This design comes from an exercise in tuning for small area, a short achievable clock period and few clock cycles on the open sky130 flow, not from production work.
At most, simulation tests tie the RTL to the original design; equivalence was not proved.
Power and IR drop assume default switching activity.

## main
Design energy_vad_endpoint_detector_core, start of the top module:
module energy_vad_endpoint_detector_core (
  input  logic        clk,
  input  logic        rst,
  input  logic        s_tvalid,
  output logic        s_tready,
  input  logic [15:0] s_tdata,
  input  logic [1:0]  s_tuser,
  input  logic        s_tlast,
  output logic        m_tvalid,
  input  logic        m_tready,
  output logic [7:0]  m_tdata,
  input  logic        cfg_we,
  input  logic [2:0]  cfg_index,
  input  logic [30:0] cfg_wdata
);
  logic [30:0] nlms;          
  logic [15:0] speech_min;
  logic [15:0] silence_end;
  logic [15:0] max_utter;
  logic [9:0]  tick;
  logic        wr_lms;
  assign wr_lms = cfg_we && (cfg_index == CFG_LOUD_MEAN_SQUARE);
  always_ff @(posedge clk) begin
    if (rst) begin
      nlms        <= ~LMS_RESET;
      speech_min  <= SPEECH_RESET;
      silence_end <= SILENCE_RESET;
      max_utter   <= MAX_RESET;
      tick        <= TICK_RESET;
    end else if (cfg_we) begin
      case (cfg_index)
        CFG_LOUD_MEAN_SQUARE: nlms        <= ~cfg_wdata;
        CFG_SPEECH_MIN_TIME:  speech_min  <= cfg_wdata[15:0];
        CFG_SILENCE_END_TIME: silence_end <= cfg_wdata[15:0];
        CFG_MAX_UTTER_TIME:   max_utter   <= cfg_wdata[15:0];
        CFG_TICK_TIME:        tick        <= cfg_wdata[9:0];
        default: ;
      endcase
    end
  end
  logic [14:0] y0;            
  logic        s0;            
  logic [1:0]  op0;
  logic        last0;
  logic        v0;
  logic        accept;
  ...
For scale: about 330 flip-flops, ~68 I/O pins.
Settings: LEC_CHECK=0, ABC_AREA=1, CAP_MARGIN=20, CORE_MARGIN=2, CORE_UTILIZATION=40, SLEW_MARGIN=20; clock period 10.0 ns.
standard.sh (not shown) runs the stock make flow with config.mk's settings and CLKGATE_MAP_FILE= SYNTH_SCRIPT=/design/flow/synth_recipe.tcl, a recipe that flattens the netlist after the stock synthesis.
==> flow/flow/run.sh <==
#!/bin/bash
# Layout flow: the standard ORFS flow, with the timing repair after
# clock-tree synthesis and global routing aiming for setup slack of
# REPAIR_MARGIN ns (the clock period and constraints are unchanged; only the
# repair target moves). Each step's full output is in orfs/logs/; make's own
# output goes to flow_make.log here.
set -euo pipefail
REPAIR_MARGIN=7.0
bash standard.sh SETUP_SLACK_MARGIN=$REPAIR_MARGIN finish > flow_make.log 2>&1
Input changes introduced in the feature branch (baseline for comparison: main):
--- a/flow/design.v
+++ b/flow/design.v
@@ -604,63 +604,72 @@
         count <= '0;
       end else if (!count[12]) begin
         acc_e <= sum_e;
         count <= count + 13'd1;
       end
     end
   end
   logic        turn_open, heard, ended;
   logic [15:0] speech_time, quiet_time;
-  logic [15:0] time_base, time_thr, time_other;
+  logic [15:0] time_base;
   logic [16:0] time_sum;
   logic [15:0] time_sat;
-  logic        ge_thr, ge_max;
+  logic        ge_smin, ge_sil, ge_max_loud, ge_max_quiet;
   logic        open_next, heard_next, ended_next;
   logic [15:0] speech_next, quiet_next;
   logic        endpoint, cause, forward;
   assign time_base  = level ? speech_time : quiet_time;
-  assign time_thr   = level ? speech_min : silence_end;
-  assign time_other = level ? 16'd0 : speech_time;
   assign time_sum   = 17'(time_base) + 17'(tick);
   assign time_sat   = time_sum[16] ? 16'hFFFF : time_sum[15:0];
-  evad_ge2 u_ge_thr (
-    .a (time_base), .t (tick), .c (time_thr), .ge (ge_thr)
+  evad_ge2 u_ge_smin (
+    .a (speech_time), .t (tick), .c (speech_min), .ge (ge_smin)
   );
-  evad_ge3 u_ge_max (
-    .a (time_base), .b (time_other), .t (tick), .c (max_utter), .ge (ge_max)
+  evad_ge2 u_ge_sil (
+    .a (quiet_time), .t (tick), .c (silence_end), .ge (ge_sil)
+  );
+  evad_ge2 u_ge_max_loud (
+    .a (speech_time), .t (tick), .c (max_utter), .ge (ge_max_loud)
+  );
+  evad_ge3 u_ge_max_quiet (
+    .a (speech_time), .b (quiet_time), .t (tick), .c (max_utter), .ge (ge_max_quiet)
   );
   always_comb begin
     open_next   = turn_open;
     heard_next  = heard;
     ended_next  = ended;
     speech_next = speech_time;
     quiet_next  = quiet_time;
     endpoint    = 1'b0;
     cause       = 1'b0;
     forward     = 1'b0;
     case (op1)
       OP_SAMPLE: forward = turn_open;
       OP_TICK: begin
         if (turn_open && !ended) begin
           if (level) begin
             speech_next = time_sat;
             quiet_next  = '0;
-            if (ge_thr) heard_next = 1'b1;
+            if (ge_smin) heard_next = 1'b1;
+            if (ge_max_loud) begin
+              ended_next = 1'b1;
+              endpoint   = 1'b1;
+              cause      = 1'b1;
+            end
           end else begin
             quiet_next = time_sat;
-          end
-          if (!level && heard && ge_thr) begin
-            ended_next = 1'b1;
-            endpoint   = 1'b1;
-          end else if (ge_max) begin
-            ended_next = 1'b1;
-            endpoint   = 1'b1;
-            cause      = 1'b1;
+            if (heard && ge_sil) begin
+              ended_next = 1'b1;
+              endpoint   = 1'b1;
+            end else if (ge_max_quiet) begin
+              ended_next = 1'b1;
+              endpoint   = 1'b1;
+              cause      = 1'b1;
+            end
           end
         end
       end
       OP_OPEN: begin
         speech_next = '0;
         quiet_next  = '0;
         heard_next  = 1'b0;
         ended_next  = 1'b0;
         open_next   = 1'b1;
[summary]
- Comparing the feature branch and main, the higher fraction of power consumed by the clock network is on the feature branch.
- Between the feature branch and main, the total global routing track utilization is higher for the feature branch.
- Compare the feature branch and main | clock-buffer cell count lower: main
- On the feature branch: distinct cell type count after synthesis is 8.8% higher than what main gave.
- [the feature branch] highest net fanout along the worst path fell 6 relative to main
- In the feature branch, longest individual stage delay on the worst path is lower than in main.
- The feature branch vs main: via count of the first global-routing pass up by a little under 10%
- main has a lower area taken by multi-input logic gates than the feature branch.
Testbench counts of the feature branch, summed over its fixed seeds: cycles 160,139.
No functional check of the RTL was part of main.

-- static timing again, ports no longer ideal --
In the flow no input, the clock included, has a driving cell. The finished layouts below were timed again as built, in two steps. Step 1 (the two cells are an assumption about what drives the block):
set clk [get_ports {clk}]
set_driving_cell -lib_cell sky130_fd_sc_hd__clkbuf_16 $clk
set_driving_cell -lib_cell sky130_fd_sc_hd__buf_2 [delete_from_list [all_inputs] $clk]
Step 2, shift: input delay + t, output delay - t, t = (earliest + latest rising clock arrival at the registers) / 2. This alone moves slack from input paths to output paths. Slacks: no drivers / after step 1 / after step 2; pairs: no drivers / after step 1.
| run | shift t [ns] | slack for setup (ns) | worst register clock-pin slew, ns |
|---|---|---|---|
| main | 0.620 | 6.759 / 6.759 / 6.508 | 0.07 / 0.07 |
| the feature branch | 0.619 | 6.949 / 6.889 / 6.505 | 0.06 / 0.06 |
After both steps setup and hold are still met in every run listed. For the feature branch, which loses most, drivers alone change the setup slack by -0.060 ns; drivers and shift together by -0.444 ns.
